Background: an optimization exercise with open tools, aiming at a short achievable clock period and few clock cycles. Do not read the settings as production practice. Where RTL was checked, it was by simulation tests only, not by an equivalence proof against the original. No functional check of the RTL was part of runs 2 to 4. Power is estimated from default activity; no workload was simulated.

### flow/run.sh
#!/bin/bash
# synth_recipe.tcl (not shown) runs the flow's synth.tcl, then flattens the netlist and writes it again
# the make line also repeats each setting of config.mk as NAME=value (left out here)
make -C /OpenROAD-flow-scripts/flow DESIGN_CONFIG=/design/flow/config.mk WORK_HOME=/design/flow/orfs CLKGATE_MAP_FILE= SYNTH_SCRIPT=/design/flow/synth_recipe.tcl finish
### flow/config.mk
export PLATFORM = sky130hd
export DESIGN_NAME = rv_core
export DESIGN_NICKNAME = rv_core
export VERILOG_FILES = /design/flow/design.v
export SDC_FILE = /design/flow/constraint.sdc
export NUM_CORES = 4
export LEC_CHECK = 0
export CAP_MARGIN = 20
export CORE_MARGIN = 2
export CORE_UTILIZATION = 40
export SETUP_SLACK_MARGIN = 4.0
export SLEW_MARGIN = 20
### flow/constraint.sdc
create_clock -name core_clock -period 7.0 [get_ports {clk}]
set_input_delay 1.4000 -clock core_clock [delete_from_list [all_inputs] [get_ports {clk}]]
set_output_delay 1.4000 -clock core_clock [all_outputs]
set_load 0.01 [all_outputs]
### flow/design.v
package rv_pkg;
	typedef logic [32-1:0]   word_t;     
	typedef logic [31:0]           insn_t;     
	typedef logic [4:0]            reg_idx_t;  
	typedef logic [2:0]            funct3_t;   
	typedef logic [32/8-1:0] strb_t;     
	typedef enum logic [3:0] {
		CLS_NONE,    
		CLS_LOAD,
		CLS_OP_IMM,
		CLS_AUIPC,
		CLS_STORE,
		CLS_OP,
		CLS_LUI,
		CLS_BRANCH,
		CLS_JALR,
		CLS_JAL
	} insn_class_e;
	typedef struct packed {
		insn_class_e cls;
		insn_t       insn;
		word_t       pc;
		word_t       pc4;   
	} fd_pkt_t;
	typedef struct packed {
		insn_class_e cls;
		insn_t       insn;  
		word_t       pc;
		word_t       pc4;
		reg_idx_t    rd;    
		funct3_t     funct3;
		word_t       op1;
		word_t       op2;   
	} de_pkt_t;
	typedef struct packed {
		insn_class_e cls;
		reg_idx_t    rd;
		funct3_t     funct3;
		word_t       result;   
		word_t       ls_adrs;  
	} em_pkt_t;
	typedef struct packed {
		logic  taken;
		word_t target;
	} redirect_t;
endpackage
`timescale 1ns/1ps
module rv_core (
	input  logic          clk,
	input  logic          rstn,
	output rv_pkg::word_t insn_adrs,   
	input  rv_pkg::insn_t insn_rdata,  
	output rv_pkg::word_t data_adrs,
	output rv_pkg::word_t data_wdata,
	output logic          data_load,
	output logic          data_store,
	output rv_pkg::strb_t data_wstrb,
	input  rv_pkg::word_t data_rdata   
);
	logic [31:0] pc;           
	logic [31:0] shadow_x1;    
	logic        d_valid;
	logic [31:0] d_insn;
	logic [31:0] d_pc;
	logic [31:0] d_pc4;
	logic [31:0] d_upc;        
	logic        d_bpred;      
	logic        d_jpred;      
	logic [31:0] d_jbase;
	logic        e_valid;
	logic [4:0]  e_rd;         
	logic [31:0] e_a;
	logic [31:0] e_b;
	logic [31:0] e_imm;        
	logic [10:0] e_op;         
	logic        e_sub;
	logic        e_is_load;
	logic        e_is_store;
	logic        e_is_br;
	logic        e_is_jalr;
	logic [2:0]  e_f3;
	logic        e_bpred;
	logic [7:0]  e_mp;         
	logic [31:0] e_alt;        
	logic        e_jpred;
	logic [31:0] e_jbase;
	logic [31:0] e_link;
	logic [31:0] e_pc;
	logic [4:0]  m_rd;
	logic [31:0] m_res;
	logic        m_load;
	logic        m_store;
	logic [31:0] m_adrs;
	logic [31:0] m_wdata;
	logic [3:0]  m_wstrb;
	logic [2:0]  m_f3;
	logic [31:0] regs [1:31];
	function automatic logic [31:0] imm_i(input logic [31:0] in);
		imm_i = {{20{in[31]}}, in[31:20]};
	endfunction
	function automatic logic [31:0] imm_s(input logic [31:0] in);
		imm_s = {{20{in[31]}}, in[31:25], in[11:7]};
	endfunction
	function automatic logic [31:0] imm_b(input logic [31:0] in);
		imm_b = {{19{in[31]}}, in[31], in[7], in[30:25], in[11:8], 1'b0};
	endfunction
	function automatic logic [31:0] imm_j(input logic [31:0] in);
		imm_j = {{11{in[31]}}, in[31], in[19:12], in[20], in[30:21], 1'b0};
	endfunction
	function automatic logic [31:0] imm_u(input logic [31:0] in);
		imm_u = {in[31:12], 12'h000};
	endfunction
	function automatic logic [31:0] add32(input logic [31:0] x, input logic [31:0] y,
		input logic cin);
		logic [31:0] g, p, gg, pp, c;
		g  = x & y;
		p  = x | y;
		gg = g;
		pp = p;
		gg[0] = g[0] | (p[0] & cin);
		for (int k = 1; k < 32; k = k * 2) begin
			for (int i = 31; i >= k; i--) begin
				gg[i] = gg[i] | (pp[i] & gg[i-k]);
				pp[i] = pp[i] & pp[i-k];
			end
		end
		c = {gg[30:0], cin};
		add32 = x ^ y ^ c;
	endfunction
	function automatic logic [31:0] add_off(input logic [31:0] base, input logic [31:0] off,
		input int w);
		logic [31:0] bl, ol, lo, hi_p, hi_m, hi;
		bl = 32'd0;
		ol = 32'd0;
		for (int i = 0; i < w; i++) begin
			bl[i] = base[i];
			ol[i] = off[i];
		end
		lo   = add32(bl, ol, 1'b0);
		hi_p = add32(base, 32'd1 << w, 1'b0);
		hi_m = add32(base, ~32'd0 << w, 1'b0);
		if (lo[w] == off[w-1])
			hi = base;
		else if (lo[w])
			hi = hi_p;
		else
			hi = hi_m;
		for (int i = 0; i < 32; i++)
			add_off[i] = (i < w) ? lo[i] : hi[i];
	endfunction
	function automatic logic ltu32(input logic [31:0] x, input logic [31:0] y);
		logic [31:0] lt, eq;
		lt = ~x & y;
		eq = ~(x ^ y);
		for (int k = 1; k < 32; k = k * 2) begin
			for (int i = 31; i >= k; i--) begin
				lt[i] = lt[i] | (eq[i] & lt[i-k]);
				eq[i] = eq[i] & eq[i-k];
			end
		end
		ltu32 = lt[31];
	endfunction
	function automatic logic bguess(input logic [31:0] in);
		if (in[19:15] == in[24:20])
			bguess = (in[14:12] == 3'b000) || (in[14:12] == 3'b101) || (in[14:12] == 3'b111);
		else if (in[31])
			bguess = 1'b1;
		else
			bguess = (in[14:12] == 3'b001);
	endfunction
	logic        mispredict;
	logic [31:0] fix_pc;
	logic        stall;
	logic [31:0] fi;
	logic        f_is_jal;
	logic        f_is_br;
	logic        f_is_jalr;
	logic        f_bpred;
	logic        f_jr_au;
	logic        f_jr_x1;
	logic [31:0] f_pc4;
	logic [31:0] f_tgt_b;
	logic [31:0] f_tgt_j;
	logic [31:0] f_tgt_a;
	logic [31:0] f_tgt_r;
	logic [31:0] f_upc;
	logic [31:0] f_next;
	assign insn_adrs = pc;
	assign fi        = insn_rdata;
	assign f_is_jal  = fi[6:0] == 7'b1101111;
	assign f_is_br   = fi[6:0] == 7'b1100011;
	assign f_is_jalr = fi[6:0] == 7'b1100111;
	localparam int BHT_BITS = 8;
	logic [(1<<BHT_BITS)-1:0] bht_seen;
	logic [1:0]               bht_cnt [(1<<BHT_BITS)];
	logic [BHT_BITS-1:0]      f_bidx;
	assign f_bidx  = pc[BHT_BITS+1:2];
	assign f_bpred = bht_seen[f_bidx] ? bht_cnt[f_bidx][1] : bguess(fi);
	assign f_jr_au   = f_is_jalr && d_valid && d_insn[6:0] == 7'b0010111
		&& d_insn[11:7] == fi[19:15] && fi[19:15] != 5'd0;
	assign f_jr_x1   = f_is_jalr && fi[19:15] == 5'd1;
	assign f_pc4   = add32(pc, 32'd4, 1'b0);
	assign f_tgt_b = add_off(pc, imm_b(fi), 13);
	assign f_tgt_j = add_off(pc, imm_j(fi), 21);
	assign f_tgt_a = add_off(d_upc, imm_i(fi), 12) & ~32'd1;
	assign f_tgt_r = add_off(shadow_x1, imm_i(fi), 12) & ~32'd1;
	assign f_upc   = add32(pc, imm_u(fi), 1'b0);
	always_comb begin
		if (f_is_jal)
			f_next = f_tgt_j;
		else if (f_is_br && f_bpred)
			f_next = f_tgt_b;
		else if (f_jr_au)
			f_next = f_tgt_a;
		else if (f_jr_x1)
			f_next = f_tgt_r;
		else
			f_next = f_pc4;
	end
	always_ff @(posedge clk) begin
		if (!rstn) begin
			pc      <= 32'h0000_0000;
			d_valid <= 1'b0;
		end else if (mispredict) begin
			pc      <= fix_pc;
			d_valid <= 1'b0;
		end else if (!stall) begin
			pc      <= f_next;
			d_valid <= 1'b1;
		end
	end
	always_ff @(posedge clk) begin
		if (!stall) begin
			d_insn  <= fi;
			d_pc    <= pc;
			d_pc4   <= f_pc4;
			d_upc   <= f_upc;
			d_bpred <= f_bpred;
			d_jpred <= f_jr_au || f_jr_x1;
			d_jbase <= f_jr_au ? d_upc : shadow_x1;
		end
	end
	logic [6:0]  d_opc;
	logic [2:0]  d_f3;
	logic [4:0]  d_rs1;
	logic [4:0]  d_rs2;
	logic        is_lui, is_auipc, is_jal, is_jalr, is_br, is_load, is_store, is_op, is_opimm;
	logic        use1, use2, wen;
	logic [31:0] rv1, rv2;
	logic [31:0] m_wbval;
	logic [31:0] d_a, d_b, d_imm;
	logic [10:0] d_op;
	logic        d_sub;
	assign d_opc = d_insn[6:0];
	assign d_f3  = d_insn[14:12];
	assign d_rs1 = d_insn[19:15];
	assign d_rs2 = d_insn[24:20];
	assign is_lui   = d_opc == 7'b0110111;
	assign is_auipc = d_opc == 7'b0010111;
	assign is_jal   = d_opc == 7'b1101111;
	assign is_jalr  = d_opc == 7'b1100111;
	assign is_br    = d_opc == 7'b1100011;
	assign is_load  = d_opc == 7'b0000011;
	assign is_store = d_opc == 7'b0100011;
	assign is_op    = d_opc == 7'b0110011;
	assign is_opimm = d_opc == 7'b0010011;
	assign use1 = is_jalr || is_br || is_load || is_store || is_op || is_opimm;
	assign use2 = is_br || is_store || is_op;
	assign wen  = (is_lui || is_auipc || is_jal || is_jalr || is_load || is_op || is_opimm)
		&& d_insn[11:7] != 5'd0;
	assign rv1 = (d_rs1 == 5'd0) ? 32'd0 : (d_rs1 == m_rd) ? m_wbval : regs[d_rs1];
	assign rv2 = (d_rs2 == 5'd0) ? 32'd0 : (d_rs2 == m_rd) ? m_wbval : regs[d_rs2];
	assign stall = d_valid && e_is_load && e_rd != 5'd0
		&& ((use1 && d_rs1 == e_rd) || (use2 && d_rs2 == e_rd));
	always_comb begin
		d_a = rv1;
		if (is_lui)
			d_a = imm_u(d_insn);
		else if (is_auipc)
			d_a = d_upc;
		else if (is_jal)
			d_a = d_pc4;
	end
	assign d_b   = (is_opimm) ? imm_i(d_insn) : (is_op || is_br || is_store) ? rv2 : 32'd0;
	assign d_imm = is_store ? imm_s(d_insn) : imm_i(d_insn);
	always_comb begin
		d_op  = 11'd0;
		d_sub = 1'b0;
		if (is_op || is_opimm) begin
			case (d_f3)
				3'b000: if (is_op && d_insn[30]) d_op[1] = 1'b1; else d_op[0] = 1'b1;
				3'b001: d_op[2] = 1'b1;
				3'b010: d_op[3] = 1'b1;
				3'b011: d_op[4] = 1'b1;
				3'b100: d_op[5] = 1'b1;
				3'b101: if (d_insn[30]) d_op[7] = 1'b1; else d_op[6] = 1'b1;
				3'b110: d_op[8] = 1'b1;
				default: d_op[9] = 1'b1;
			endcase
		end else if (is_jalr) begin
			d_op[10] = 1'b1;
		end else begin
			d_op[0] = 1'b1;
		end
	end
	logic fwd1, fwd2;
	logic [31:0] res;
	assign fwd1 = use1 && d_rs1 != 5'd0 && d_rs1 == e_rd;
	assign fwd2 = (is_op || is_br || is_store) && d_rs2 != 5'd0 && d_rs2 == e_rd;
	logic [7:0] d_mp;
	always_comb begin
		d_mp = 8'd0;
		if (is_br) begin
			case (d_f3)
				3'b000: if (d_bpred) d_mp[1] = 1'b1; else d_mp[0] = 1'b1;  
				3'b001: if (d_bpred) d_mp[0] = 1'b1; else d_mp[1] = 1'b1;  
				3'b100: if (d_bpred) d_mp[3] = 1'b1; else d_mp[2] = 1'b1;  
				3'b101: if (d_bpred) d_mp[2] = 1'b1; else d_mp[3] = 1'b1;  
				3'b110: if (d_bpred) d_mp[5] = 1'b1; else d_mp[4] = 1'b1;  
				default: if (d_bpred) d_mp[4] = 1'b1; else d_mp[5] = 1'b1;  
			endcase
		end
		if (is_jalr) begin
			if (d_jpred)
				d_mp[7] = 1'b1;
			else
				d_mp[6] = 1'b1;
		end
	end
	always_ff @(posedge clk) begin
		if (!rstn || mispredict || stall || !d_valid) begin
			e_valid    <= 1'b0;
			e_rd       <= 5'd0;
			e_is_load  <= 1'b0;
			e_is_store <= 1'b0;
			e_is_br    <= 1'b0;
			e_is_jalr  <= 1'b0;
			e_mp       <= 8'd0;
		end else begin
			e_mp       <= d_mp;
			e_valid    <= 1'b1;
			e_rd       <= wen ? d_insn[11:7] : 5'd0;
			e_is_load  <= is_load;
			e_is_store <= is_store;
			e_is_br    <= is_br;
			e_is_jalr  <= is_jalr;
		end
		e_a     <= fwd1 ? res : d_a;
		e_b     <= fwd2 ? res : d_b;
		e_imm   <= d_imm;
		e_op    <= d_op;
		e_f3    <= d_f3;
		e_bpred <= d_bpred;
		e_alt   <= d_bpred ? d_pc4 : add32(d_pc, imm_b(d_insn), 1'b0);
		e_jpred <= d_jpred;
		e_jbase <= d_jbase;
		e_link  <= d_pc4;
		e_pc    <= d_pc;
	end
	logic [31:0] a, b;
	logic [31:0] sum, dif, adr, st_data;
	logic        eq, lt_s, lt_u, cond;
	logic [3:0]  smask;
	assign a    = e_a;
	assign b    = e_b;
	assign sum  = add32(a, b, 1'b0);
	assign dif  = add32(a, ~b, 1'b1);
	assign adr  = add32(a, e_imm, 1'b0);
	assign eq   = a == b;
	assign lt_s = ltu32({~a[31], a[30:0]}, {~b[31], b[30:0]});
	assign lt_u = ltu32(a, b);
	assign res = ({32{e_op[0]}} & sum)
		| ({32{e_op[1]}} & dif)
		| ({32{e_op[2]}} & (a << b[4:0]))
		| ({32{e_op[3]}} & {31'd0, lt_s})
		| ({32{e_op[4]}} & {31'd0, lt_u})
		| ({32{e_op[5]}} & (a ^ b))
		| ({32{e_op[6]}} & (a >> b[4:0]))
		| ({32{e_op[7]}} & 32'($signed(a) >>> b[4:0]))
		| ({32{e_op[8]}} & (a | b))
		| ({32{e_op[9]}} & (a & b))
		| ({32{e_op[10]}} & e_link);
	function automatic logic mpv(input logic [7:0] m, input logic [31:0] x,
		input logic [31:0] y, input logic [31:0] jb);
		logic ceq, clts, cltu, cjeq;
		ceq  = x == y;
		clts = ltu32({~x[31], x[30:0]}, {~y[31], y[30:0]});
		cltu = ltu32(x, y);
		cjeq = x == jb;
		mpv = (m[0] & ceq) | (m[1] & !ceq) | (m[2] & clts) | (m[3] & !clts)
			| (m[4] & cltu) | (m[5] & !cltu) | m[6] | (m[7] & !cjeq);
	endfunction
	assign mispredict = mpv(e_mp, a, b, e_jbase);
	assign cond = e_bpred ^ mispredict;
	assign fix_pc = e_is_jalr ? {adr[31:1], 1'b0} : e_alt;
	always_comb begin
		case (e_f3[1:0])
			2'b00: begin
				st_data = {4{b[7:0]}};
				smask   = 4'b0001;
			end
			2'b01: begin
				st_data = {2{b[15:0]}};
				smask   = 4'b0011;
			end
			default: begin
				st_data = b;
				smask   = 4'b1111;
			end
		endcase
	end
	always_ff @(posedge clk) begin
		if (!rstn) begin
			m_rd    <= 5'd0;
			m_load  <= 1'b0;
			m_store <= 1'b0;
		end else begin
			m_rd    <= e_rd;
			m_load  <= e_is_load;
			m_store <= e_is_store;
		end
		m_res   <= res;
		m_adrs  <= adr;
		m_wdata <= st_data;
		m_wstrb <= smask << adr[1:0];
		m_f3    <= e_f3;
	end
	logic                u_br;
	logic                u_taken;
	logic [BHT_BITS-1:0] u_bidx;
	always_ff @(posedge clk) begin
		if (!rstn)
			u_br <= 1'b0;
		else
			u_br <= e_is_br;
		u_taken <= cond;
		u_bidx  <= e_pc[BHT_BITS+1:2];
	end
	always_ff @(posedge clk) begin
		if (!rstn)
			bht_seen <= '0;
		else if (u_br)
			bht_seen[u_bidx] <= 1'b1;
	end
	for (genvar gi = 0; gi < (1<<BHT_BITS); gi++) begin : g_bht
		always_ff @(posedge clk) begin
			if (u_br && u_bidx == gi) begin
				if (!bht_seen[gi])
					bht_cnt[gi] <= u_taken ? 2'b10 : 2'b01;
				else if (u_taken && bht_cnt[gi] != 2'b11)
					bht_cnt[gi] <= bht_cnt[gi] + 2'd1;
				else if (!u_taken && bht_cnt[gi] != 2'b00)
					bht_cnt[gi] <= bht_cnt[gi] - 2'd1;
			end
		end
	end
	always_ff @(posedge clk) begin
		if (e_rd == 5'd1 && !e_is_load)
			shadow_x1 <= res;
		else if (m_rd == 5'd1 && m_load)
			shadow_x1 <= m_wbval;
	end
	logic [31:0] ld_sh;
	logic [31:0] ld_val;
	assign data_load  = m_load;
	assign data_store = m_store;
	assign data_adrs  = m_adrs;
	assign data_wdata = m_wdata;
	assign data_wstrb = m_wstrb;
	assign ld_sh = data_rdata >> {m_adrs[1:0], 3'b000};
	always_comb begin
		case (m_f3)
			3'b000:  ld_val = {{24{ld_sh[7]}}, ld_sh[7:0]};
			3'b100:  ld_val = {24'd0, ld_sh[7:0]};
			3'b001:  ld_val = {{16{ld_sh[15]}}, ld_sh[15:0]};
			3'b101:  ld_val = {16'd0, ld_sh[15:0]};
			default: ld_val = ld_sh;
		endcase
	end
	assign m_wbval = m_load ? ld_val : m_res;
	always_ff @(posedge clk) begin
		if (m_rd != 5'd0)
			regs[m_rd] <= m_wbval;
	end
endmodule
==> results.toml, run 1 <==
[place]
dp.final_hpwl_mm = 374
port_buffers = 167
gp_congestion = 1.06

[final_layout]
top_register = "regs"
drive_gt1_frac = 0.253
nNetsFinal = 13500
syn2layout_area_growth_pct = 23.5
largest_reg_flops = 992
top_regs = "regs x992, bht_cnt x512, bht_seen x256"

[power_and_ir_drop]
combPwrFrac = 0.234
internal_power_mw = 27.5
p_seq_frac = 0.399
clkPwrFrac = 0.367
powerDensity_nw_per_um2 = 240
vdd_drop_max_uv = 219
power_switching_share = 0.310
power.switching_mw = 12.4
leakage_nw = 59.2

[synth]
ys_async_sr_fraction = 0
syn_nets = 12800
synth_edf_count = 1684
yosysWarningCount = 2
synth-seq-area-share = 0.470
ys.flop_type = "edfxtp_1"
yosys.area.top_type_share = 0.376
synth_cells = 12400
synthesis.area_um2 = 134000
ys_types = 98
synth_most_common_cell = "edfxtp_1"
synth.area.top_cells = "edfxtp_1 38%, mux4_2 11%, dfxtp_1 9.4%"
syn_area_per_cell_um2 = 10.9
synth_top_area_cell = "edfxtp_1"
synthTopCellsByCount = "1684 x edfxtp_1, 1071 x a21oi_1, 1018 x nand2_1, 933 x nor2_1, 801 x mux2i_1"
ys_ff_latch = 2314

[sta]
setup_viol = 0
slew_violations = 0
rsz0062_at_grt = "yes"
min_period_over_period = 0.658
tightestPinTransition_ps = 1240
fin_crit_ps = 4600
hold_viol_final = 0
hold_ws_ps = 320
slew_headroom = 0.172
tns_ps = 0
finClkSkew_ps = 79.8
fmax_mhz = 217

[floorplanning]
dieArea_um2 = 341000
rows = 212
core_um2 = 334000
die_h_um = 584
start_util = 0.403
die_w_um = 584
num_io_pins = 168

[worst_setup_path]
crit_start = "pc[2]"
r2r_start = "pc[2]"
worstPathArrival_ps = 5430
crit_chain = "buf_4 -> ha_4 -> buf_12 -> nand3b_1 -> buf_6 -> nor2_1 -> a2111oi_1 -> nand4_1 -> or4_4 -> nor4_4 -> o311ai_4 -> o21ai_4 -> buf_12 -> buf_12 -> nand2_8 -> or3_1 -> a32o_1 -> o22ai_1"
ff2ff_setup_slack_ps = 2400
crit_fanout = 14
worst_setup_path_end_kind = "register"
required_ps = 7830
cpMostUsedCell = "buf_12"
critPathBufInv = 5
critPathMaxStageDelay_ps = 510
cp-start-kind = "register"
cp_slowest_cell = "a2111oi_1"
critical-path-top-delay-family = "simple AND/OR/NAND/NOR gates"
crit_type = "register to register"

[cts]
insertion_delay_ps = 970
numCtsBuffers = 271
tritoncts = "built"
cts.sinks = 2314
root_buffer = "clkbuf_16"
htree_levels = 5
clk_path_buf_depth = 4
clk_pin_slew_ps = 60

[detailed_routing]
wl_per_cell_um = 34.0
drt_drc_violations_left = 0
vias = 116000
wl_mm = 601
first_pass_iters = 8
ant_nets = 0
drt-initial-drc-count = 18900
viasPerCell = 6.56

[flow_run]
cap_violations = 0

[grt]
grt_pass1_wl_mm = 817
grt_usage = 0.336
grt_pass1_vias = 105000
overflow = 0
grt_antenna_before_repair = 56
grt_max_degree = 218

[hold_path]
min-delay-start = "e_pc[9]"
holdCritPathClass = "register to register"

[run_status]
status = "no timing/DRC/antenna violations"
[power groups by stage]
| stage | registers [mW] | logic [mW] | clock network [mW] |
|---|---|---|---|
| 4_1_cts | 15.9 | 8.53 | 14.7 |
| 3_3_place_gp | 16.3 | 6.96 | 0 |
| 3_5_place_dp | 16.3 | 7.02 | 0 |
| 2_1_floorplan | 16.0 | 4.64 | 0 |
| 5_1_grt | 15.9 | 9.70 | 15.2 |
| 6_report | 15.9 | 9.33 | 14.6 |
[metrics by stage]
step           setup WS, ps  instance area [um2]   util  instances  power [mW]
2_1_floorplan          2450               136000      -      12400        20.7
3_3_place_gp           1060               142000  0.426      16300        23.3
3_5_place_dp            996               142000  0.427      16300        23.3
4_1_cts                2650               163000  0.487      17400        39.1
5_1_grt                2430               166000  0.497      17600        40.8
6_report               2400               166000  0.497      17700        39.9
[metal layers]
layer,vias up,part of all wire,global-route usage
met5,-,0.00041,0
met4,38,0.065,0.176
met3,1879,0.14,0.111
met2,8524,0.41,0.473
met1,57400,0.38,0.457
li1,48000,-,-
[worst paths after layout]
check         endpoint  cells after the start
max             pc[29]                     18
min          u_bidx[7]                      0
max reg2reg     pc[29]                     18
min reg2reg  u_bidx[7]                      0
[cells by family (layout without fill, tap and decap cells)]
kind of cell / Yosys count / in the layout / synth area share
other: 0 / 16 / 0
XOR/XNOR: 283 / 283 / 0.0184
adder cells (fa/ha/maj): 393 / 393 / 0.0371
multiplexers: 1503 / 1510 / 0.174
AO/OA/AOI/OAI: 2751 / 2759 / 0.128
flip-flops: 2314 / 2314 / 0.470
buffers and inverters: 1510 / 2386 / 0.0434
AND/OR/NAND/NOR: 3597 / 3610 / 0.129
[what timing repair did]
item	4_1_cts	5_1_grt
hold buffers	0	0
gates resized for setup	1457	421
buffers inserted	565	174
cloned	53	18
pin swaps	274	225
endpoints found under the setup margin	1480	633
[area by class of cell]
class | instances | area [um2]
flip-flops and latches | 2314 | 63500
clock inverters | 122 | 1430
clock buffers | 371 | 7500
diodes | 16 | 40.0
inverters | 630 | 2570
repair buffers | 1262 | 13500
repair inverters | 1 | 5.00
multi-input cells | 8555 | 72100
fillers | 29100 | 168000
well taps | 4387 | 5490
[cell usage in the layout, fill, tap and decap left out, types with 62 or more instances in the layout]
cell,count
nand2b_1,310
nor2_4,67
edfxtp_1,1684
dfxtp_4,71
a31oi_1,198
mux2i_1,757
dfxtp_1,539
xor2_1,86
mux4_2,668
buf_12,109
a21oi_1,957
clkbuf_16,291
nand4_1,62
nand2_1,985
nor3_1,118
a21oi_2,75
dlygate4sd2_1,80
o21ai_0,207
clkbuf_1,72
nor2_1,833
inv_1,542
o21ai_1,87
nand3_1,396
buf_4,681
ha_1,300
a22oi_1,87
xnor2_1,174
o211ai_1,77
or3_1,276
buf_6,223
a211oi_1,333
Testbench counts, summed over its fixed seeds: cycles 109,917.
==> inputs of run 2 (changes only) <==
--- a/flow/design.v
+++ b/flow/design.v
@@ -70,4 +70,6 @@
 	logic        e_valid;
 	logic [4:0]  e_rd;         
+	logic        e_fwd1;       
+	logic        e_fwd2;
 	logic [31:0] e_a;
 	logic [31:0] e_b;
@@ -81,5 +83,4 @@
 	logic [2:0]  e_f3;
 	logic        e_bpred;
-	logic [7:0]  e_mp;         
 	logic [31:0] e_alt;        
 	logic        e_jpred;
@@ -128,25 +129,4 @@
 		add32 = x ^ y ^ c;
 	endfunction
-	function automatic logic [31:0] add_off(input logic [31:0] base, input logic [31:0] off,
-		input int w);
-		logic [31:0] bl, ol, lo, hi_p, hi_m, hi;
-		bl = 32'd0;
-		ol = 32'd0;
-		for (int i = 0; i < w; i++) begin
-			bl[i] = base[i];
-			ol[i] = off[i];
-		end
-		lo   = add32(bl, ol, 1'b0);
-		hi_p = add32(base, 32'd1 << w, 1'b0);
-		hi_m = add32(base, ~32'd0 << w, 1'b0);
-		if (lo[w] == off[w-1])
-			hi = base;
-		else if (lo[w])
-			hi = hi_p;
-		else
-			hi = hi_m;
-		for (int i = 0; i < 32; i++)
-			add_off[i] = (i < w) ? lo[i] : hi[i];
-	endfunction
 	function automatic logic ltu32(input logic [31:0] x, input logic [31:0] y);
 		logic [31:0] lt, eq;
@@ -201,8 +181,8 @@
 	assign f_jr_x1   = f_is_jalr && fi[19:15] == 5'd1;
 	assign f_pc4   = add32(pc, 32'd4, 1'b0);
-	assign f_tgt_b = add_off(pc, imm_b(fi), 13);
-	assign f_tgt_j = add_off(pc, imm_j(fi), 21);
-	assign f_tgt_a = add_off(d_upc, imm_i(fi), 12) & ~32'd1;
-	assign f_tgt_r = add_off(shadow_x1, imm_i(fi), 12) & ~32'd1;
+	assign f_tgt_b = add32(pc, imm_b(fi), 1'b0);
+	assign f_tgt_j = add32(pc, imm_j(fi), 1'b0);
+	assign f_tgt_a = add32(d_upc, imm_i(fi), 1'b0) & ~32'd1;
+	assign f_tgt_r = add32(shadow_x1, imm_i(fi), 1'b0) & ~32'd1;
 	assign f_upc   = add32(pc, imm_u(fi), 1'b0);
 	always_comb begin
@@ -304,28 +284,4 @@
 		end
 	end
-	logic fwd1, fwd2;
-	logic [31:0] res;
-	assign fwd1 = use1 && d_rs1 != 5'd0 && d_rs1 == e_rd;
-	assign fwd2 = (is_op || is_br || is_store) && d_rs2 != 5'd0 && d_rs2 == e_rd;
-	logic [7:0] d_mp;
-	always_comb begin
-		d_mp = 8'd0;
-		if (is_br) begin
-			case (d_f3)
-				3'b000: if (d_bpred) d_mp[1] = 1'b1; else d_mp[0] = 1'b1;  
-				3'b001: if (d_bpred) d_mp[0] = 1'b1; else d_mp[1] = 1'b1;  
-				3'b100: if (d_bpred) d_mp[3] = 1'b1; else d_mp[2] = 1'b1;  
-				3'b101: if (d_bpred) d_mp[2] = 1'b1; else d_mp[3] = 1'b1;  
-				3'b110: if (d_bpred) d_mp[5] = 1'b1; else d_mp[4] = 1'b1;  
-				default: if (d_bpred) d_mp[4] = 1'b1; else d_mp[5] = 1'b1;  
-			endcase
-		end
-		if (is_jalr) begin
-			if (d_jpred)
-				d_mp[7] = 1'b1;
-			else
-				d_mp[6] = 1'b1;
-		end
-	end
 	always_ff @(posedge clk) begin
 		if (!rstn || mispredict || stall || !d_valid) begin
@@ -336,7 +292,5 @@
 			e_is_br    <= 1'b0;
 			e_is_jalr  <= 1'b0;
-			e_mp       <= 8'd0;
 		end else begin
-			e_mp       <= d_mp;
 			e_valid    <= 1'b1;
 			e_rd       <= wen ? d_insn[11:7] : 5'd0;
@@ -346,6 +300,8 @@
 			e_is_jalr  <= is_jalr;
 		end
-		e_a     <= fwd1 ? res : d_a;
-		e_b     <= fwd2 ? res : d_b;
+		e_fwd1  <= use1 && d_rs1 != 5'd0 && d_rs1 == e_rd;
+		e_fwd2  <= (is_op || is_br || is_store) && d_rs2 != 5'd0 && d_rs2 == e_rd;
+		e_a     <= d_a;
+		e_b     <= d_b;
 		e_imm   <= d_imm;
 		e_op    <= d_op;
@@ -359,9 +315,9 @@
 	end
 	logic [31:0] a, b;
-	logic [31:0] sum, dif, adr, st_data;
+	logic [31:0] sum, dif, adr, res, st_data;
 	logic        eq, lt_s, lt_u, cond;
 	logic [3:0]  smask;
-	assign a    = e_a;
-	assign b    = e_b;
+	assign a    = e_fwd1 ? m_res : e_a;
+	assign b    = e_fwd2 ? m_res : e_b;
 	assign sum  = add32(a, b, 1'b0);
 	assign dif  = add32(a, ~b, 1'b1);
@@ -381,16 +337,16 @@
 		| ({32{e_op[9]}} & (a & b))
 		| ({32{e_op[10]}} & e_link);
-	function automatic logic mpv(input logic [7:0] m, input logic [31:0] x,
-		input logic [31:0] y, input logic [31:0] jb);
-		logic ceq, clts, cltu, cjeq;
-		ceq  = x == y;
-		clts = ltu32({~x[31], x[30:0]}, {~y[31], y[30:0]});
-		cltu = ltu32(x, y);
-		cjeq = x == jb;
-		mpv = (m[0] & ceq) | (m[1] & !ceq) | (m[2] & clts) | (m[3] & !clts)
-			| (m[4] & cltu) | (m[5] & !cltu) | m[6] | (m[7] & !cjeq);
-	endfunction
-	assign mispredict = mpv(e_mp, a, b, e_jbase);
-	assign cond = e_bpred ^ mispredict;
+	always_comb begin
+		case (e_f3)
+			3'b000:  cond = eq;
+			3'b001:  cond = !eq;
+			3'b100:  cond = lt_s;
+			3'b101:  cond = !lt_s;
+			3'b110:  cond = lt_u;
+			default: cond = !lt_u;
+		endcase
+	end
+	assign mispredict = (e_is_br && (cond != e_bpred))
+		|| (e_is_jalr && !(e_jpred && a == e_jbase));
 	assign fix_pc = e_is_jalr ? {adr[31:1], 1'b0} : e_alt;
 	always_comb begin
@@ -443,14 +399,12 @@
 			bht_seen[u_bidx] <= 1'b1;
 	end
-	for (genvar gi = 0; gi < (1<<BHT_BITS); gi++) begin : g_bht
-		always_ff @(posedge clk) begin
-			if (u_br && u_bidx == gi) begin
-				if (!bht_seen[gi])
-					bht_cnt[gi] <= u_taken ? 2'b10 : 2'b01;
-				else if (u_taken && bht_cnt[gi] != 2'b11)
-					bht_cnt[gi] <= bht_cnt[gi] + 2'd1;
-				else if (!u_taken && bht_cnt[gi] != 2'b00)
-					bht_cnt[gi] <= bht_cnt[gi] - 2'd1;
-			end
+	always_ff @(posedge clk) begin
+		if (u_br) begin
+			if (!bht_seen[u_bidx])
+				bht_cnt[u_bidx] <= u_taken ? 2'b10 : 2'b01;
+			else if (u_taken && bht_cnt[u_bidx] != 2'b11)
+				bht_cnt[u_bidx] <= bht_cnt[u_bidx] + 2'd1;
+			else if (!u_taken && bht_cnt[u_bidx] != 2'b00)
+				bht_cnt[u_bidx] <= bht_cnt[u_bidx] - 2'd1;
 		end
 	end
==> run 2 against run 1 <==
Compared with the run above: worst hold slack lost 49 ps; synthesized cell count shrank 20%; sequential power is essentially flat; non-clock buffer count grew 106; area after synthesis shrank 7.8%.
==> results.toml, run 2 <==
[synth]
synth_edf_count = 1684
synth_top_area_cell = "edfxtp_1"
ys_async_sr_fraction = 0
syn_area_per_cell_um2 = 12.6
synth.area.top_cells = "edfxtp_1 41%, mux4_2 17%, dfxtp_1 10%"
synth_most_common_cell = "edfxtp_1"
yosysWarningCount = 1
ys_ff_latch = 2317
ys_types = 98
synth_cells = 9853
yosys.area.top_type_share = 0.408
syn_nets = 10400
ys.flop_type = "edfxtp_1"
synth-seq-area-share = 0.510
synthesis.area_um2 = 124000
synthTopCellsByCount = "1684 x edfxtp_1, 1400 x nor2_1, 913 x mux4_2, 633 x dfxtp_1, 488 x a21oi_1"

[power_and_ir_drop]
power_switching_share = 0.299
power.switching_mw = 11.4
powerDensity_nw_per_um2 = 235
combPwrFrac = 0.234
p_seq_frac = 0.418
power.total_mw = 38.0
clkPwrFrac = 0.348
vdd_drop_max_uv = 271
leakage_nw = 56.2
internal_power_mw = 26.6

[worst_setup_path]
crit_type = "register to register"
rr_worst_depth = 20
ff2ff_setup_slack_ps = 2200
worstPathArrival_ps = 5380
cp-start-kind = "register"
r2r_end = "bht_cnt[154][1]"
worst_setup_path_end_kind = "register"
crit_start = "u_bidx[0]"
r2r_start = "u_bidx[0]"
required_ps = 7580
crit_fanout = 9

[cts]
cts.sinks = 2317
root_buffer = "clkbuf_16"
clk_path_buf_depth = 4
insertion_delay_ps = 980
numCtsBuffers = 249
htree_levels = 4
tritoncts = "built"
clk_pin_slew_ps = 70

[place]
gp_congestion = 1.04
place_inst = 13800
dp.final_hpwl_mm = 332
port_buffers = 167
post-place-ws_ps = 918
dpl_cell_area_um2 = 132000

[grt]
grt_pass1_vias = 94700
grt_pass1_wl_mm = 737
overflow = 0
grt_max_degree = 108
grt_usage = 0.330
grt_antenna_before_repair = 42

[sta]
slew_violations = 0
fmax_mhz = 208
tightestPinTransition_ps = 1370
fin_crit_ps = 4800
setup_slack_ps = 2200
setup_viol = 0
tns_ps = 0
min_period_over_period = 0.686
slew_headroom = 0.0861
finClkSkew_ps = 121
rsz0062_at_grt = "yes"
hold_viol_final = 0

[run_status]
status = "no timing/DRC/antenna violations"

[hold_path]
hold-path-endpoint = "u_bidx[7]"
min-delay-start = "e_pc[9]"
holdCritPathClass = "register to register"
hold_depth = 0

[detailed_routing]
drt_drc_violations_left = 0
first_pass_iters = 10
wl_mm = 545
viasPerCell = 6.48
ant_nets = 0
drt-initial-drc-count = 14400
vias = 98500
wl_per_cell_um = 35.8

[final_layout]
layout_commonest_cell = "edfxtp_1"
final_cell_area_um2 = 161000
largest_reg_flops = 992
final_cells = 15200
top_regs = "regs x992, bht_cnt x512, bht_seen x256"
top_register = "regs"
syn2layout_area_growth_pct = 30.2
final_cell_mix = "1684 x edfxtp_1, 1055 x nor2_1, 913 x mux4_2, 623 x buf_4, 578 x dfxtp_1"
drive_gt1_frac = 0.357
nNetsFinal = 11400
fill_cells = 25300

[floorplanning]
die_w_um = 561
die_h_um = 561
num_io_pins = 168
rows = 204
dieArea_um2 = 314000
core_um2 = 309000
start_util = 0.402

[flow_run]
cap_violations = 0
## run 2: kinds of logic (layout without fill, tap and decap cells)
kind of cell             Yosys count  in the layout  synth area share
other                              0             24                 0
flip-flops                      2317           2317             0.510
AND/OR/NAND/NOR                 2534           2540            0.0892
buffers and inverters           1072           2268            0.0342
XOR/XNOR                         264            264            0.0187
AO/OA/AOI/OAI                   1805           1816            0.0939
adder cells (fa/ha/maj)          495            495            0.0505
multiplexers                    1366           1369             0.203
## run 2: routing by layer
layer,vias up,wire length [um],global-route usage
li1,39700,-,-
met1,50100,199000,0.427
met2,6988,241000,0.502
met3,1707,63400,0.0820
met4,16,41100,0.194
met5,-,110,0
## run 2: final cells by class
cell class                      count  area, um2  share of cell area
Tap cell                         4120       5150              0.0319
Antenna cell                       24       60.1            0.000372
Sequential cell                  2317      63400               0.393
Timing Repair inverter              3       22.5            0.000140
Timing Repair Buffer             1368      17300               0.107
Multi-Input combinational cell   6484      65600               0.407
Inverter                          442       1830              0.0114
Clock buffer                      311       6620              0.0410
Clock inverter                    144       1320             0.00820
## run 2: what timing repair did
item	in CTS	in global routing
endpoints found under the setup margin	2472	1669
cloned	149	24
hold buffers	0	0
gates resized for setup	2193	647
pin swaps	277	291
buffers inserted	529	203
## run 2: power by group through the flow
stage / clock (mW) / sequential, mW / combinational, mW
2_1_floorplan: 0 / 15.9 / 3.38
3_3_place_gp: 0 / 16.2 / 5.70
3_5_place_dp: 0 / 16.2 / 5.74
4_1_cts: 13.3 / 15.8 / 7.92
5_1_grt: 13.8 / 15.9 / 9.08
6_report: 13.2 / 15.9 / 8.88
## run 2: worst max-delay path: stages, from the launching register on
cell	delay (ps)
dfxtp_4	380
buf_12	150
buf_12	130
buf_16	130
buf_4	220
mux4_2	530
mux4_2	470
nor2b_1	160
a311oi_1	320
nand4_1	190
a21oi_1	170
and2_4	200
inv_4	40
ha_4	160
mux2i_1	140
o21a_2	220
and2_4	190
buf_12	160
nand3b_4	190
buf_12	240
nor2_4	110
## run 2: how the worst max path moves through the flow
| stage | slack (ps) | to |
|---|---|---|
| after floorplan | 1110 | bht_cnt[0][0] |
| after global placement | 740 | pc[31] |
| after detailed placement | 920 | pc[31] |
| after CTS | 2370 | pc[17] |
| after global routing | 2160 | bht_cnt[179][1] |
| final | 2200 | bht_cnt[154][1] |
## run 2: metrics by stage
step           hold slack (ps)   util
2_1_floorplan              310      -
3_3_place_gp               313  0.427
3_5_place_dp               312  0.427
4_1_cts                    292  0.506
5_1_grt                    291  0.523
6_report                   270  0.523
==> inputs of run 3 (changes only) <==
--- a/flow/design.v
+++ b/flow/design.v
@@ -112,33 +112,4 @@
 		imm_u = {in[31:12], 12'h000};
 	endfunction
-	function automatic logic [31:0] add32(input logic [31:0] x, input logic [31:0] y,
-		input logic cin);
-		logic [31:0] g, p, gg, pp, c;
-		g  = x & y;
-		p  = x | y;
-		gg = g;
-		pp = p;
-		gg[0] = g[0] | (p[0] & cin);
-		for (int k = 1; k < 32; k = k * 2) begin
-			for (int i = 31; i >= k; i--) begin
-				gg[i] = gg[i] | (pp[i] & gg[i-k]);
-				pp[i] = pp[i] & pp[i-k];
-			end
-		end
-		c = {gg[30:0], cin};
-		add32 = x ^ y ^ c;
-	endfunction
-	function automatic logic ltu32(input logic [31:0] x, input logic [31:0] y);
-		logic [31:0] lt, eq;
-		lt = ~x & y;
-		eq = ~(x ^ y);
-		for (int k = 1; k < 32; k = k * 2) begin
-			for (int i = 31; i >= k; i--) begin
-				lt[i] = lt[i] | (eq[i] & lt[i-k]);
-				eq[i] = eq[i] & eq[i-k];
-			end
-		end
-		ltu32 = lt[31];
-	endfunction
 	function automatic logic bguess(input logic [31:0] in);
 		if (in[19:15] == in[24:20])
@@ -180,10 +151,10 @@
 		&& d_insn[11:7] == fi[19:15] && fi[19:15] != 5'd0;
 	assign f_jr_x1   = f_is_jalr && fi[19:15] == 5'd1;
-	assign f_pc4   = add32(pc, 32'd4, 1'b0);
-	assign f_tgt_b = add32(pc, imm_b(fi), 1'b0);
-	assign f_tgt_j = add32(pc, imm_j(fi), 1'b0);
-	assign f_tgt_a = add32(d_upc, imm_i(fi), 1'b0) & ~32'd1;
-	assign f_tgt_r = add32(shadow_x1, imm_i(fi), 1'b0) & ~32'd1;
-	assign f_upc   = add32(pc, imm_u(fi), 1'b0);
+	assign f_pc4   = pc + 32'd4;
+	assign f_tgt_b = pc + imm_b(fi);
+	assign f_tgt_j = pc + imm_j(fi);
+	assign f_tgt_a = (d_upc + imm_i(fi)) & ~32'd1;
+	assign f_tgt_r = (shadow_x1 + imm_i(fi)) & ~32'd1;
+	assign f_upc   = pc + imm_u(fi);
 	always_comb begin
 		if (f_is_jal)
@@ -308,5 +279,5 @@
 		e_f3    <= d_f3;
 		e_bpred <= d_bpred;
-		e_alt   <= d_bpred ? d_pc4 : add32(d_pc, imm_b(d_insn), 1'b0);
+		e_alt   <= d_bpred ? d_pc4 : d_pc + imm_b(d_insn);
 		e_jpred <= d_jpred;
 		e_jbase <= d_jbase;
@@ -320,10 +291,10 @@
 	assign a    = e_fwd1 ? m_res : e_a;
 	assign b    = e_fwd2 ? m_res : e_b;
-	assign sum  = add32(a, b, 1'b0);
-	assign dif  = add32(a, ~b, 1'b1);
-	assign adr  = add32(a, e_imm, 1'b0);
+	assign sum  = a + b;
+	assign dif  = a - b;
+	assign adr  = a + e_imm;
 	assign eq   = a == b;
-	assign lt_s = ltu32({~a[31], a[30:0]}, {~b[31], b[30:0]});
-	assign lt_u = ltu32(a, b);
+	assign lt_s = $signed(a) < $signed(b);
+	assign lt_u = a < b;
 	assign res = ({32{e_op[0]}} & sum)
 		| ({32{e_op[1]}} & dif)
--- a/flow/config.mk
+++ b/flow/config.mk
@@ -11,2 +11,3 @@
 export SETUP_SLACK_MARGIN = 4.0
 export SLEW_MARGIN = 20
+export TNS_END_PERCENT = 5
==> run 3 against run 2 <==
Compared with the run above: fmax fell by 3.1%; critical path depth did not move; sequential share of layout area rose by 5.7 points; first-iteration DRC count fell by 16%; power fell by 6.4%; utilization fell by 5.3 points; die area fell by 3.1%; worst hold slack improved by 3.2 ps; critical path type unchanged; synthesized cell count fell by 5.5%; clock power barely moved; setup slack got worse by 150 ps; routed wire length fell by 15%.
==> results.toml, run 3 <==
[run_status]
status = "no timing/DRC/antenna violations"

[synth]
ys_types = 94
ys_async_sr_fraction = 0
synth_cells = 9315
synth_edf_count = 1684
synth.area.top_cells = "edfxtp_1 42%, mux4_2 17%, dfxtp_1 11%"
synth-seq-area-share = 0.527
yosys.area.top_type_share = 0.421
synth_top_area_cell = "edfxtp_1"
ys.flop_type = "edfxtp_1"
syn_area_per_cell_um2 = 12.9
synthTopCellsByCount = "1684 x edfxtp_1, 1034 x nor2_1, 915 x mux4_2, 633 x dfxtp_1, 608 x nand2_1"
yosysWarningCount = 1
synth_most_common_cell = "edfxtp_1"
synthesis.area_um2 = 120000
ys_ff_latch = 2317
syn_nets = 9673

[final_layout]
syn2layout_area_growth_pct = 17.2
layout_commonest_cell = "edfxtp_1"
final_cell_area_um2 = 141000
top_regs = "regs x992, bht_cnt x512, bht_seen x256"
top_register = "regs"
fill_cells = 26100
drive_gt1_frac = 0.241
nNetsFinal = 9933
final_cell_mix = "1684 x edfxtp_1, 934 x nor2_1, 915 x mux4_2, 607 x dfxtp_1, 595 x nand2_1"
largest_reg_flops = 992

[power_and_ir_drop]
powerDensity_nw_per_um2 = 253
leakage_nw = 48.4
vdd_drop_max_uv = 217

[sta]
fmax_mhz = 202
min_period_over_period = 0.708
hold_ws_ps = 274
rsz0062_at_grt = "yes"
setup_viol = 0
finClkSkew_ps = 85.7
slew_violations = 0
fin_crit_ps = 4950
tightestPinTransition_ps = 1170
slew_headroom = 0.213
tns_ps = 0
hold_viol_final = 0

[worst_setup_path]
crit_start = "e_fwd1"
critPathMaxStageDelay_ps = 440
critical-path-top-delay-family = "compound AO/OA/AOI/OAI gates"
crit_chain = "buf_12 -> mux2i_2 -> buf_6 -> clkinvlp_4 -> ha_4 -> nor2b_4 -> o211ai_1 -> a211oi_2 -> o41ai_2 -> buf_4 -> o2111ai_4 -> o2111a_2 -> a2111oi_4 -> mux2_4 -> nor2_4 -> buf_12 -> buf_12 -> buf_16 -> o211ai_1 -> o22ai_1"
r2r_end = "pc[2]"
rr_worst_depth = 20
worst-path-stages = 20
worstPathArrival_ps = 5740
ff2ff_setup_slack_ps = 2050
crit_fanout = 7
cp_slowest_cell = "dfxtp_4"
required_ps = 7780
critPathBufInv = 7
crit_type = "register to register"
cp-start-kind = "register"
r2r_start = "e_fwd1"
crit_end = "pc[2]"
cpMostUsedCell = "buf_12"
worst_setup_path_end_kind = "register"

[place]
dp.final_hpwl_mm = 300
gp_congestion = 1.00
dpl_cell_area_um2 = 127000
port_buffers = 167

[floorplanning]
die_w_um = 552
rows = 201
die_h_um = 552
dieArea_um2 = 305000
num_io_pins = 168
start_util = 0.401
core_um2 = 299000

[cts]
cts.sinks = 2317
clk_pin_slew_ps = 70
tritoncts = "built"
root_buffer = "clkbuf_16"
clk_path_buf_depth = 4
insertion_delay_ps = 930
htree_levels = 4
numCtsBuffers = 247
cts-hold-fix-buffers = 0

[grt]
grt_usage = 0.295
grt_pass1_wl_mm = 644
overflow = 0
grt_max_degree = 140
grt_antenna_before_repair = 32
grt_pass1_vias = 85300

[detailed_routing]
wl_mm = 464
drt-initial-drc-count = 12100
ant_nets = 0
first_pass_iters = 6
wl_per_cell_um = 33.7
vias = 89200
viasPerCell = 6.49
drt_drc_violations_left = 0

[hold_path]
holdCritPathClass = "register to register"

[flow_run]
cap_violations = 0
==> run 3: changes by cell type after synthesis, moves of 64 or more <==
cell and delta:
mux2i_1 -64, a21oi_1 +94, nand2_1 +141, nor2_1 -366, a31oi_1 +68, a21o_1 +71, ha_1 -203, clkbuf_1 +71
inv_1 -246
==> run 3: worst reg2reg max path, stage by stage, from the launching register on <==
cell and delay, ps:
dfxtp_4 440, buf_12 180, mux2i_2 230, buf_6 180
clkinvlp_4 240, ha_4 230, nor2b_4 110, o211ai_1 270
a211oi_2 130, o41ai_2 240, buf_4 220, o2111ai_4 240
o2111a_2 360, a2111oi_4 380, mux2_4 400, nor2_4 240
buf_12 150, buf_12 120, buf_16 150, o211ai_1 100
o22ai_1 240
==> run 3: final cells by class <==
type                       instances  area (um2)  area share
multi-input combinational       6114       55700       0.396
timing repair buffer             704        7750      0.0551
antenna                           24        60.1    0.000427
clock buffer                     303        6630      0.0471
tap                             3958        4950      0.0352
inverter                         191         761     0.00540
clock inverter                   149        1600      0.0114
sequential                      2317       63300       0.450
==> run 3: cell families (layout without fill, tap and decap cells) <==
| group | count (synthesis) | in the layout | share of synthesized area |
|---|---|---|---|
| AOI/OAI and AO/OA | 1987 | 1987 | 0.105 |
| xor gates and xnor gates | 253 | 253 | 0.0185 |
| adders and majority gates | 292 | 292 | 0.0310 |
| buffers and inverters | 884 | 1347 | 0.0294 |
| DFF | 2317 | 2317 | 0.527 |
| muxes | 1323 | 1323 | 0.207 |
| other | 0 | 24 | 0 |
| and+or+nand+nor | 2259 | 2259 | 0.0825 |
==> run 3: timing repair <==
item | CTS | global route
setup buffers | 122 | 63
pin swaps | 53 | 47
endpoints found under the hold margin | 0 | 0
gates cloned | 26 | 22
resized for setup | 389 | 201
endpoints found under the setup margin | 2511 | 2511
==> run 3: stage by stage <==
step | power, mW | util | setup WS, ps | std cells
global route | 36.5 | 0.470 | 1990 | 13700
finish | 35.6 | 0.470 | 2050 | 13800
detailed placement | 21.5 | 0.425 | 933 | 13100
floorplan | 19.2 | - | 688 | 9315
CTS | 35.3 | 0.464 | 2200 | 13700
global placement | 21.5 | 0.425 | 805 | 13000
==> run 3: routing by layer <==
layer / track usage / wire, um / vias up
met5: 0 / 15 / -
met3: 0.0568 / 48800 / 1105
li1: - / - / 36800
met1: 0.404 / 181000 / 45700
met2: 0.445 / 205000 / 5631
met4: 0.157 / 29100 / 4
==> run 3: worst min path at each step <==
stage                     slack (ps)  depth (start not counted)        end     from
after global routing             290                          0  u_bidx[7]  e_pc[9]
after CTS                        280                          0  u_bidx[7]  e_pc[9]
after detailed placement         310                          0  u_bidx[3]  e_pc[5]
final                            270                          0  u_bidx[7]  e_pc[9]
after global placement           310                          0  u_bidx[3]  e_pc[5]
after floorplan                  310                          0  u_bidx[0]  e_pc[2]
==> run 3: where the power goes <==
group          leakage (nW)  switching [mW]  internal (mW)
clock network          4.03            5.68           7.87
registers              20.6           0.427           15.4
logic                  23.7            3.83           2.32
==> inputs of run 4 (changes only) <==
--- a/flow/design.v
+++ b/flow/design.v
@@ -353,29 +353,20 @@
 		m_f3    <= e_f3;
 	end
-	logic                u_br;
-	logic                u_taken;
-	logic [BHT_BITS-1:0] u_bidx;
-	always_ff @(posedge clk) begin
-		if (!rstn)
-			u_br <= 1'b0;
-		else
-			u_br <= e_is_br;
-		u_taken <= cond;
-		u_bidx  <= e_pc[BHT_BITS+1:2];
-	end
+	logic [BHT_BITS-1:0] e_bidx;
+	assign e_bidx = e_pc[BHT_BITS+1:2];
 	always_ff @(posedge clk) begin
 		if (!rstn)
 			bht_seen <= '0;
-		else if (u_br)
-			bht_seen[u_bidx] <= 1'b1;
+		else if (e_is_br)
+			bht_seen[e_bidx] <= 1'b1;
 	end
 	always_ff @(posedge clk) begin
-		if (u_br) begin
-			if (!bht_seen[u_bidx])
-				bht_cnt[u_bidx] <= u_taken ? 2'b10 : 2'b01;
-			else if (u_taken && bht_cnt[u_bidx] != 2'b11)
-				bht_cnt[u_bidx] <= bht_cnt[u_bidx] + 2'd1;
-			else if (!u_taken && bht_cnt[u_bidx] != 2'b00)
-				bht_cnt[u_bidx] <= bht_cnt[u_bidx] - 2'd1;
+		if (e_is_br) begin
+			if (!bht_seen[e_bidx])
+				bht_cnt[e_bidx] <= cond ? 2'b10 : 2'b01;
+			else if (cond && bht_cnt[e_bidx] != 2'b11)
+				bht_cnt[e_bidx] <= bht_cnt[e_bidx] + 2'd1;
+			else if (!cond && bht_cnt[e_bidx] != 2'b00)
+				bht_cnt[e_bidx] <= bht_cnt[e_bidx] - 2'd1;
 		end
 	end
--- a/flow/config.mk
+++ b/flow/config.mk
@@ -9,5 +9,3 @@
 export CORE_MARGIN = 2
 export CORE_UTILIZATION = 40
-export SETUP_SLACK_MARGIN = 4.0
 export SLEW_MARGIN = 20
-export TNS_END_PERCENT = 5
==> run 4 against run 3 <==
Compared with the run above: synthesized cell count rose by 2.2%; register-to-register slack got worse by 1400 ps; critical path type unchanged; cell count fell by 0.15%; critical path depth fell by 6; non-clock buffer count fell by 278; count of clock-buffer cells in the layout did not move; still clean on timing, DRC and antenna; clock power barely moved; worst hold slack improved by 40 ps; sequential cell count fell by 10; largest cell class unchanged; global-route usage fell by 1.6 points; area after synthesis rose by 0.73%.
==> results.toml, run 4 <==
[detailed_routing]
wl_mm = 441
ant_nets = 0
drt-initial-drc-count = 12100
vias = 87300
first_pass_iters = 6
wl_per_cell_um = 32.1
viasPerCell = 6.35
drt_drc_violations_left = 0

[synth]
syn_nets = 9875
synthTopCellsByCount = "1684 x edfxtp_1, 1494 x nor2_1, 918 x mux4_2, 658 x nand2_1, 623 x dfxtp_1"
ys.flop_type = "edfxtp_1"
synth_edf_count = 1684
synthesis.area_um2 = 121000
ys_types = 113
synth.area.top_cells = "edfxtp_1 42%, mux4_2 17%, dfxtp_1 10%"
ys_ff_latch = 2307
yosysWarningCount = 1
yosys.area.top_type_share = 0.418
synth_top_area_cell = "edfxtp_1"
synth-seq-area-share = 0.521
synth_most_common_cell = "edfxtp_1"
syn_area_per_cell_um2 = 12.7
synth_cells = 9517
ys_async_sr_fraction = 0

[sta]
min_period_over_period = 0.902
hold_viol_final = 0
fin_crit_ps = 6310
setup_viol = 0
fmax_mhz = 158
hold_ws_ps = 313
tightestPinTransition_ps = 1250
finClkSkew_ps = 118
tns_ps = 0
rsz0062_at_grt = "no"
slew_headroom = 0.170
slew_violations = 0
setup_slack_ps = 685

[place]
dp.final_hpwl_mm = 296
dpl_cell_area_um2 = 127000
place_inst = 13300
gp_congestion = 1.03
post-place-ws_ps = 851
port_buffers = 167

[cts]
tritoncts = "built"
htree_levels = 4
numCtsBuffers = 245
clk_path_buf_depth = 4
insertion_delay_ps = 970
cts_resized = 0
cts.sinks = 2307
post_cts_buffers = 0
root_buffer = "clkbuf_16"
clk_pin_slew_ps = 60
cts-hold-fix-buffers = 0

[final_layout]
fill_cells = 26700
nNetsFinal = 9910
layout_commonest_cell = "edfxtp_1"
largest_reg_flops = 992
drive_gt1_frac = 0.188
final_cell_area_um2 = 136000
top_regs = "regs x992, bht_cnt x512, bht_seen x256"
syn2layout_area_growth_pct = 12.2
multi_input_area_um2 = 54900
fin_util = 0.452
final-seq-area_um2 = 63100
final_cell_mix = "1684 x edfxtp_1, 1452 x nor2_1, 918 x mux4_2, 655 x nand2_1, 601 x dfxtp_1"
final_cells = 13700
top_register = "regs"

[grt]
grt_max_degree = 212
overflow = 0
grt_antenna_before_repair = 38
grt_pass1_vias = 84900
grt_pass1_wl_mm = 622
grt_usage = 0.279

[floorplanning]
start_util = 0.403
core_um2 = 300000
rows = 201
num_io_pins = 168
dieArea_um2 = 307000
die_w_um = 554
die_h_um = 554

[hold_path]
holdCritPathClass = "register to register"

[worst_setup_path]
worst_setup_path_end_kind = "register"
cp-start-kind = "register"
crit_fanout = 17
worstPathArrival_ps = 6840
required_ps = 7530
crit_type = "register to register"

[power_and_ir_drop]
power.total_mw = 34.7
powerDensity_nw_per_um2 = 256
vdd_drop_max_uv = 254
leakage_nw = 46.0

[flow_run]
cap_violations = 0

[run_status]
status = "no timing/DRC/antenna violations"
run 4: worst max-delay path: stages, from the launching register on:
cell and delay, ps:
dfxtp_2 750, buf_12 280, mux2i_1 660, ha_1 480, or3_1 520, nor2_1 290, and3_1 250, a31oi_1 110
o21ai_1 240, o31ai_4 170, nor3_4 430, mux2i_1 240, o21a_1 310, nand3_2 530, nor4_1 590
run 4: worst paths after layout:
check | from | to | slack, ps | depth (start not counted)
setup / recovery | e_fwd1 | bht_cnt[16][1] | 690 | 14
hold reg to reg | d_jbase[19] | e_jbase[19] | 310 | 0
setup reg to reg | e_fwd1 | bht_cnt[16][1] | 690 | 14
hold / removal | d_jbase[19] | e_jbase[19] | 310 | 0
run 4: logic make-up after synthesis:
kind of cell    Yosys count  share of synthesized area
xor+xnor                254                     0.0184
simple gates           2767                     0.0979
flops                  2307                      0.521
buf+inv                 814                     0.0289
compound gates         1695                     0.0912
fa+ha+maj               292                     0.0308
mux                    1388                      0.211
run 4: power breakdown:
group,switching (mW),internal (mW),leakage [nW]
clock network,5.72,7.61,3.96
registers,0.475,15.4,20.6
logic,3.53,1.94,21.5
total,9.73,25.0,46.0
run 4: per-layer routing:
layer  global-route usage  up-vias  wire length, um
met4                0.146        2            25400
met2                0.424     5043           197000
li1                     -    36600                -
met3               0.0597     1007            45100
met1                0.376    44600           174000
met5                    0        -                9
run 4: cell type report:
class,instances,area share
clock buffer,303,0.0478
tap,3958,0.0365
timing repair buffer,426,0.0286
clock inverter,148,0.0120
inverter,176,0.00500
sequential,2307,0.465
multi-input combinational,6396,0.405
antenna,26,0.000480

re-timing with driven ports:
No port has a modelled driver above. Below, the same layouts with a new extraction and two added sets of constraints.
Step 1 sets driving cells, clkbuf_16 on the clock port and buf_2 on the other inputs (assumed; they add their load-dependent delay and slew).
Step 2 also shifts input and output timing later by t, the mid clock arrival at the registers, as if the neighbouring blocks saw the same clock.
Slacks: no drivers / after step 1 / after step 2; pairs: no drivers / after step 1.
run | t (ns) | slack for setup (ns) | worst setup path after step 2 | clock arrival spread, ns | pins driven straight from the clock port
run 1 | 1.017 | 2.396 / 2.396 / 1.479 | input to register | 0.118 / 0.118 | 1
run 2 | 1.025 | 2.201 / 2.201 / 1.387 | input to register | 0.138 / 0.138 | 1
run 3 | 0.991 | 2.047 / 2.047 / 1.289 | input to register | 0.086 / 0.086 | 1
run 4 | 1.008 | 0.685 / 0.685 / 0.563 | input to register | 0.123 / 0.123 | 1
After both steps setup and hold are still met in every run listed. The setup slack of run 1, which loses most, moves by 0.000 ns with the drivers and by -0.917 ns with both steps.
